Background: an optimization exercise with open tools, aiming at small area and a short achievable clock period. Do not read the settings as production practice.
The RTL was checked by simulation tests, not by an equivalence proof against the original design.
Power figures rest on the tool's default switching activity, not on a simulated workload.

==> branch ember: inputs <==
==> flow/design.v <==
module cordic_sincos
(
    input  logic   clk,
    input  logic   rst_n,
    input  logic   in_valid,
    input  logic signed [7:0] angle,
    output logic   out_valid,
    output logic signed [7:0] sine,
    output logic signed [7:0] cosine
);
    logic       a_valid;
    logic [7:0] a_q;
    logic [7:0] sin_d;
    logic [7:0] cos_d;
    always_ff @(posedge clk) begin
        if (!rst_n) begin
            a_valid   <= 1'b0;
            out_valid <= 1'b0;
        end else begin
            a_valid   <= in_valid;
            out_valid <= a_valid;
        end
    end
    always_ff @(posedge clk) begin
        a_q    <= angle;
        sine   <= sin_d;
        cosine <= cos_d;
    end
    always_comb begin
        case (a_q)
            8'd156: begin sin_d = 8'd192; cos_d = 8'd1; end
            8'd157: begin sin_d = 8'd192; cos_d = 8'd2; end
            8'd158: begin sin_d = 8'd192; cos_d = 8'd3; end
            8'd159: begin sin_d = 8'd192; cos_d = 8'd4; end
            8'd160: begin sin_d = 8'd192; cos_d = 8'd4; end
            8'd161: begin sin_d = 8'd192; cos_d = 8'd6; end
            8'd162: begin sin_d = 8'd192; cos_d = 8'd7; end
            8'd163: begin sin_d = 8'd192; cos_d = 8'd8; end
            8'd164: begin sin_d = 8'd193; cos_d = 8'd9; end
            8'd165: begin sin_d = 8'd193; cos_d = 8'd10; end
            8'd166: begin sin_d = 8'd193; cos_d = 8'd10; end
            8'd167: begin sin_d = 8'd193; cos_d = 8'd11; end
            8'd168: begin sin_d = 8'd193; cos_d = 8'd12; end
            8'd169: begin sin_d = 8'd193; cos_d = 8'd13; end
            8'd170: begin sin_d = 8'd194; cos_d = 8'd14; end
            8'd171: begin sin_d = 8'd194; cos_d = 8'd15; end
            8'd172: begin sin_d = 8'd194; cos_d = 8'd16; end
            8'd173: begin sin_d = 8'd194; cos_d = 8'd17; end
            8'd174: begin sin_d = 8'd195; cos_d = 8'd18; end
            8'd175: begin sin_d = 8'd195; cos_d = 8'd19; end
            8'd176: begin sin_d = 8'd195; cos_d = 8'd20; end
            8'd177: begin sin_d = 8'd196; cos_d = 8'd21; end
            8'd178: begin sin_d = 8'd196; cos_d = 8'd22; end
            8'd179: begin sin_d = 8'd196; cos_d = 8'd23; end
            8'd180: begin sin_d = 8'd197; cos_d = 8'd24; end
            8'd181: begin sin_d = 8'd197; cos_d = 8'd25; end
            8'd182: begin sin_d = 8'd197; cos_d = 8'd26; end
            8'd183: begin sin_d = 8'd198; cos_d = 8'd27; end
            8'd184: begin sin_d = 8'd198; cos_d = 8'd28; end
            8'd185: begin sin_d = 8'd199; cos_d = 8'd28; end
            8'd186: begin sin_d = 8'd199; cos_d = 8'd29; end
            8'd187: begin sin_d = 8'd200; cos_d = 8'd30; end
            8'd188: begin sin_d = 8'd200; cos_d = 8'd31; end
            8'd189: begin sin_d = 8'd201; cos_d = 8'd32; end
            8'd190: begin sin_d = 8'd201; cos_d = 8'd33; end
            8'd191: begin sin_d = 8'd202; cos_d = 8'd34; end
            8'd192: begin sin_d = 8'd202; cos_d = 8'd35; end
            8'd193: begin sin_d = 8'd203; cos_d = 8'd35; end
            8'd194: begin sin_d = 8'd203; cos_d = 8'd36; end
            8'd195: begin sin_d = 8'd204; cos_d = 8'd37; end
            8'd196: begin sin_d = 8'd204; cos_d = 8'd38; end
            8'd197: begin sin_d = 8'd205; cos_d = 8'd39; end
            8'd198: begin sin_d = 8'd206; cos_d = 8'd39; end
            8'd199: begin sin_d = 8'd206; cos_d = 8'd40; end
            8'd200: begin sin_d = 8'd207; cos_d = 8'd41; end
            8'd201: begin sin_d = 8'd208; cos_d = 8'd42; end
            8'd202: begin sin_d = 8'd208; cos_d = 8'd43; end
            8'd203: begin sin_d = 8'd209; cos_d = 8'd43; end
            8'd204: begin sin_d = 8'd210; cos_d = 8'd44; end
            8'd205: begin sin_d = 8'd210; cos_d = 8'd45; end
            8'd206: begin sin_d = 8'd211; cos_d = 8'd45; end
            8'd207: begin sin_d = 8'd212; cos_d = 8'd46; end
            8'd208: begin sin_d = 8'd212; cos_d = 8'd47; end
            8'd209: begin sin_d = 8'd213; cos_d = 8'd47; end
            8'd210: begin sin_d = 8'd214; cos_d = 8'd48; end
            8'd211: begin sin_d = 8'd215; cos_d = 8'd49; end
            8'd212: begin sin_d = 8'd215; cos_d = 8'd49; end
            8'd213: begin sin_d = 8'd216; cos_d = 8'd50; end
            8'd214: begin sin_d = 8'd217; cos_d = 8'd51; end
            8'd215: begin sin_d = 8'd218; cos_d = 8'd51; end
            8'd216: begin sin_d = 8'd219; cos_d = 8'd52; end
            8'd217: begin sin_d = 8'd219; cos_d = 8'd52; end
            8'd218: begin sin_d = 8'd220; cos_d = 8'd53; end
            8'd219: begin sin_d = 8'd221; cos_d = 8'd54; end
            8'd220: begin sin_d = 8'd222; cos_d = 8'd54; end
            8'd221: begin sin_d = 8'd223; cos_d = 8'd55; end
            8'd222: begin sin_d = 8'd224; cos_d = 8'd55; end
            8'd223: begin sin_d = 8'd224; cos_d = 8'd56; end
            8'd224: begin sin_d = 8'd225; cos_d = 8'd56; end
            8'd225: begin sin_d = 8'd226; cos_d = 8'd57; end
            8'd226: begin sin_d = 8'd227; cos_d = 8'd57; end
            8'd227: begin sin_d = 8'd228; cos_d = 8'd58; end
            8'd228: begin sin_d = 8'd229; cos_d = 8'd58; end
            8'd229: begin sin_d = 8'd230; cos_d = 8'd58; end
            8'd230: begin sin_d = 8'd231; cos_d = 8'd59; end
            8'd231: begin sin_d = 8'd232; cos_d = 8'd59; end
            8'd232: begin sin_d = 8'd233; cos_d = 8'd60; end
            8'd233: begin sin_d = 8'd233; cos_d = 8'd60; end
            8'd234: begin sin_d = 8'd234; cos_d = 8'd60; end
            8'd235: begin sin_d = 8'd235; cos_d = 8'd61; end
            8'd236: begin sin_d = 8'd236; cos_d = 8'd61; end
            8'd237: begin sin_d = 8'd237; cos_d = 8'd61; end
            8'd238: begin sin_d = 8'd238; cos_d = 8'd61; end
            8'd239: begin sin_d = 8'd239; cos_d = 8'd62; end
            8'd240: begin sin_d = 8'd240; cos_d = 8'd62; end
            8'd241: begin sin_d = 8'd241; cos_d = 8'd62; end
            8'd242: begin sin_d = 8'd242; cos_d = 8'd62; end
            8'd243: begin sin_d = 8'd243; cos_d = 8'd63; end
            8'd244: begin sin_d = 8'd244; cos_d = 8'd63; end
            8'd245: begin sin_d = 8'd245; cos_d = 8'd63; end
            8'd246: begin sin_d = 8'd246; cos_d = 8'd63; end
            8'd247: begin sin_d = 8'd247; cos_d = 8'd63; end
            8'd248: begin sin_d = 8'd248; cos_d = 8'd64; end
            8'd249: begin sin_d = 8'd249; cos_d = 8'd64; end
            8'd250: begin sin_d = 8'd250; cos_d = 8'd64; end
            8'd251: begin sin_d = 8'd251; cos_d = 8'd64; end
            8'd252: begin sin_d = 8'd252; cos_d = 8'd64; end
            8'd253: begin sin_d = 8'd253; cos_d = 8'd64; end
            8'd254: begin sin_d = 8'd254; cos_d = 8'd64; end
            8'd255: begin sin_d = 8'd255; cos_d = 8'd64; end
            8'd0: begin sin_d = 8'd0; cos_d = 8'd64; end
            8'd1: begin sin_d = 8'd1; cos_d = 8'd64; end
            8'd2: begin sin_d = 8'd2; cos_d = 8'd64; end
            8'd3: begin sin_d = 8'd3; cos_d = 8'd64; end
            8'd4: begin sin_d = 8'd4; cos_d = 8'd64; end
            8'd5: begin sin_d = 8'd5; cos_d = 8'd64; end
            8'd6: begin sin_d = 8'd6; cos_d = 8'd64; end
            8'd7: begin sin_d = 8'd7; cos_d = 8'd64; end
            8'd8: begin sin_d = 8'd8; cos_d = 8'd64; end
            8'd9: begin sin_d = 8'd9; cos_d = 8'd63; end
            8'd10: begin sin_d = 8'd10; cos_d = 8'd63; end
            8'd11: begin sin_d = 8'd11; cos_d = 8'd63; end
            8'd12: begin sin_d = 8'd12; cos_d = 8'd63; end
            8'd13: begin sin_d = 8'd13; cos_d = 8'd63; end
            8'd14: begin sin_d = 8'd14; cos_d = 8'd62; end
            8'd15: begin sin_d = 8'd15; cos_d = 8'd62; end
            8'd16: begin sin_d = 8'd16; cos_d = 8'd62; end
            8'd17: begin sin_d = 8'd17; cos_d = 8'd62; end
            8'd18: begin sin_d = 8'd18; cos_d = 8'd61; end
            8'd19: begin sin_d = 8'd19; cos_d = 8'd61; end
            8'd20: begin sin_d = 8'd20; cos_d = 8'd61; end
            8'd21: begin sin_d = 8'd21; cos_d = 8'd61; end
            8'd22: begin sin_d = 8'd22; cos_d = 8'd60; end
            8'd23: begin sin_d = 8'd23; cos_d = 8'd60; end
            8'd24: begin sin_d = 8'd23; cos_d = 8'd60; end
            8'd25: begin sin_d = 8'd24; cos_d = 8'd59; end
            8'd26: begin sin_d = 8'd25; cos_d = 8'd59; end
            8'd27: begin sin_d = 8'd26; cos_d = 8'd58; end
            8'd28: begin sin_d = 8'd27; cos_d = 8'd58; end
            8'd29: begin sin_d = 8'd28; cos_d = 8'd58; end
            8'd30: begin sin_d = 8'd29; cos_d = 8'd57; end
            8'd31: begin sin_d = 8'd30; cos_d = 8'd57; end
            8'd32: begin sin_d = 8'd31; cos_d = 8'd56; end
            8'd33: begin sin_d = 8'd32; cos_d = 8'd56; end
            8'd34: begin sin_d = 8'd32; cos_d = 8'd55; end
            8'd35: begin sin_d = 8'd33; cos_d = 8'd55; end
            8'd36: begin sin_d = 8'd34; cos_d = 8'd54; end
            8'd37: begin sin_d = 8'd35; cos_d = 8'd54; end
            8'd38: begin sin_d = 8'd36; cos_d = 8'd53; end
            8'd39: begin sin_d = 8'd37; cos_d = 8'd52; end
            8'd40: begin sin_d = 8'd37; cos_d = 8'd52; end
            8'd41: begin sin_d = 8'd38; cos_d = 8'd51; end
            8'd42: begin sin_d = 8'd39; cos_d = 8'd51; end
            8'd43: begin sin_d = 8'd40; cos_d = 8'd50; end
            8'd44: begin sin_d = 8'd41; cos_d = 8'd49; end
            8'd45: begin sin_d = 8'd41; cos_d = 8'd49; end
            8'd46: begin sin_d = 8'd42; cos_d = 8'd48; end
            8'd47: begin sin_d = 8'd43; cos_d = 8'd47; end
            8'd48: begin sin_d = 8'd44; cos_d = 8'd47; end
            8'd49: begin sin_d = 8'd44; cos_d = 8'd46; end
            8'd50: begin sin_d = 8'd45; cos_d = 8'd45; end
            8'd51: begin sin_d = 8'd46; cos_d = 8'd45; end
            8'd52: begin sin_d = 8'd46; cos_d = 8'd44; end
            8'd53: begin sin_d = 8'd47; cos_d = 8'd43; end
            8'd54: begin sin_d = 8'd48; cos_d = 8'd43; end
            8'd55: begin sin_d = 8'd48; cos_d = 8'd42; end
            8'd56: begin sin_d = 8'd49; cos_d = 8'd41; end
            8'd57: begin sin_d = 8'd50; cos_d = 8'd40; end
            8'd58: begin sin_d = 8'd50; cos_d = 8'd39; end
            8'd59: begin sin_d = 8'd51; cos_d = 8'd39; end
            8'd60: begin sin_d = 8'd52; cos_d = 8'd38; end
            8'd61: begin sin_d = 8'd52; cos_d = 8'd37; end
            8'd62: begin sin_d = 8'd53; cos_d = 8'd36; end
            8'd63: begin sin_d = 8'd53; cos_d = 8'd35; end
            8'd64: begin sin_d = 8'd54; cos_d = 8'd35; end
            8'd65: begin sin_d = 8'd54; cos_d = 8'd34; end
            8'd66: begin sin_d = 8'd55; cos_d = 8'd33; end
            8'd67: begin sin_d = 8'd55; cos_d = 8'd32; end
            8'd68: begin sin_d = 8'd56; cos_d = 8'd31; end
            8'd69: begin sin_d = 8'd56; cos_d = 8'd30; end
            8'd70: begin sin_d = 8'd57; cos_d = 8'd29; end
            8'd71: begin sin_d = 8'd57; cos_d = 8'd28; end
            8'd72: begin sin_d = 8'd58; cos_d = 8'd28; end
            8'd73: begin sin_d = 8'd58; cos_d = 8'd27; end
            8'd74: begin sin_d = 8'd59; cos_d = 8'd26; end
            8'd75: begin sin_d = 8'd59; cos_d = 8'd25; end
            8'd76: begin sin_d = 8'd59; cos_d = 8'd24; end
            8'd77: begin sin_d = 8'd60; cos_d = 8'd23; end
            8'd78: begin sin_d = 8'd60; cos_d = 8'd22; end
            8'd79: begin sin_d = 8'd60; cos_d = 8'd21; end
            8'd80: begin sin_d = 8'd61; cos_d = 8'd20; end
            8'd81: begin sin_d = 8'd61; cos_d = 8'd19; end
            8'd82: begin sin_d = 8'd61; cos_d = 8'd18; end
            8'd83: begin sin_d = 8'd62; cos_d = 8'd17; end
            8'd84: begin sin_d = 8'd62; cos_d = 8'd16; end
            8'd85: begin sin_d = 8'd62; cos_d = 8'd15; end
            8'd86: begin sin_d = 8'd62; cos_d = 8'd14; end
            8'd87: begin sin_d = 8'd63; cos_d = 8'd13; end
            8'd88: begin sin_d = 8'd63; cos_d = 8'd12; end
            8'd89: begin sin_d = 8'd63; cos_d = 8'd11; end
            8'd90: begin sin_d = 8'd63; cos_d = 8'd10; end
            8'd91: begin sin_d = 8'd63; cos_d = 8'd10; end
            8'd92: begin sin_d = 8'd63; cos_d = 8'd9; end
            8'd93: begin sin_d = 8'd64; cos_d = 8'd8; end
            8'd94: begin sin_d = 8'd64; cos_d = 8'd7; end
            8'd95: begin sin_d = 8'd64; cos_d = 8'd6; end
            8'd96: begin sin_d = 8'd64; cos_d = 8'd4; end
            8'd97: begin sin_d = 8'd64; cos_d = 8'd4; end
            8'd98: begin sin_d = 8'd64; cos_d = 8'd3; end
            8'd99: begin sin_d = 8'd64; cos_d = 8'd2; end
            8'd100: begin sin_d = 8'd64; cos_d = 8'd1; end
            default: begin sin_d = 8'bx; cos_d = 8'bx; end
        endcase
    end
endmodule
==> flow/run.sh <==
#!/bin/bash
# synth_recipe.tcl (not shown) runs the flow's synth.tcl, then flattens the netlist and writes it again
# the make line also repeats each setting of config.mk as NAME=value (left out here)
make -C /OpenROAD-flow-scripts/flow DESIGN_CONFIG=/design/flow/config.mk WORK_HOME=/design/flow/orfs CLKGATE_MAP_FILE= SYNTH_SCRIPT=/design/flow/synth_recipe.tcl finish
==> flow/config.mk <==
export PLATFORM = sky130hd
export DESIGN_NAME = cordic_sincos
export DESIGN_NICKNAME = cordic_sincos
export VERILOG_FILES = /design/flow/design.v
export SDC_FILE = /design/flow/constraint.sdc
export NUM_CORES = 4
export LEC_CHECK = 0
export CAP_MARGIN = 20
export CORE_MARGIN = 2
export CORE_UTILIZATION = 40
export SLEW_MARGIN = 20
==> flow/constraint.sdc <==
create_clock -name core_clock -period 4.0 [get_ports {clk}]
set_input_delay 0.8000 -clock core_clock [delete_from_list [all_inputs] [get_ports {clk}]]
set_output_delay 0.8000 -clock core_clock [all_outputs]
set_load 0.01 [all_outputs]
==> inputs of branch violet, as changes to branch ember <==
--- a/flow/config.mk
+++ b/flow/config.mk
@@ -5,6 +5,7 @@
 export SDC_FILE = /design/flow/constraint.sdc
 export NUM_CORES = 4
 export LEC_CHECK = 0
+export ABC_AREA = 1
 export CAP_MARGIN = 20
 export CORE_MARGIN = 2
 export CORE_UTILIZATION = 40
==> run_results.csv <==
group,metric,value,unit
synth,synth_area_leader_cell,"nand2_1",
floorplanning,start_util,42.08,%
placed_design,placed_cells,541,
run_status,status,"no timing/DRC/antenna violations",
worst_setup_path,cp-endpoint,"cosine[0]$_DFF_P_",
grt,met2_usage,39.52,%
power,switchingPower,0.2989,mW
floorplanning,well_tap_count,75,
grt,use_met3,5.467,%
timing,hold_slack,0.4143,ns
worst_setup_path,cp-startpoint,"a_q[1]$_DFF_P_",
[end of results for branch violet]
==> run_results.csv <==
group,metric,value,unit
floorplanning,start_util,41.33,%
grt,use_met3,5.749,%
run_status,status,"no timing/DRC/antenna violations",
power,switchingPower,0.2843,mW
timing,hold_slack,0.4467,ns
placed_design,placed_cells,480,
worst_setup_path,cp-startpoint,"a_q[0]$_DFF_P_",
worst_setup_path,cp-endpoint,"sine[1]$_DFF_P_",
synth,synth_area_leader_cell,"dfxtp_1",
floorplanning,well_tap_count,96,
[end of results for branch ember]

[what the ideal ports hide]
No port has a modelled driver above. Below, the same layouts with a new extraction and two added sets of constraints. Step 1, drivers: a clkbuf_16 drives clk and a buf_2 each remaining input, both assumed. Step 2 also shifts input and output timing later by t, the mid clock arrival at the registers, as if the neighbouring blocks saw the same clock. Slacks: no drivers / after step 1 / after step 2; pairs: no drivers / after step 1.
run | shift t [ns] | setup slack, ns | slew at the worst register clock pin (ns) | worst data-port slew with drivers (ns) | pins driven straight from the clock port
branch ember | 0.302 | 1.256 / 1.256 / 1.256 | 0.09 / 0.09 | 0.03 | 1
branch violet | 0.311 | 1.442 / 1.442 / 1.442 | 0.11 / 0.11 | 0.03 | 1
After both steps every run listed still meets setup and hold.
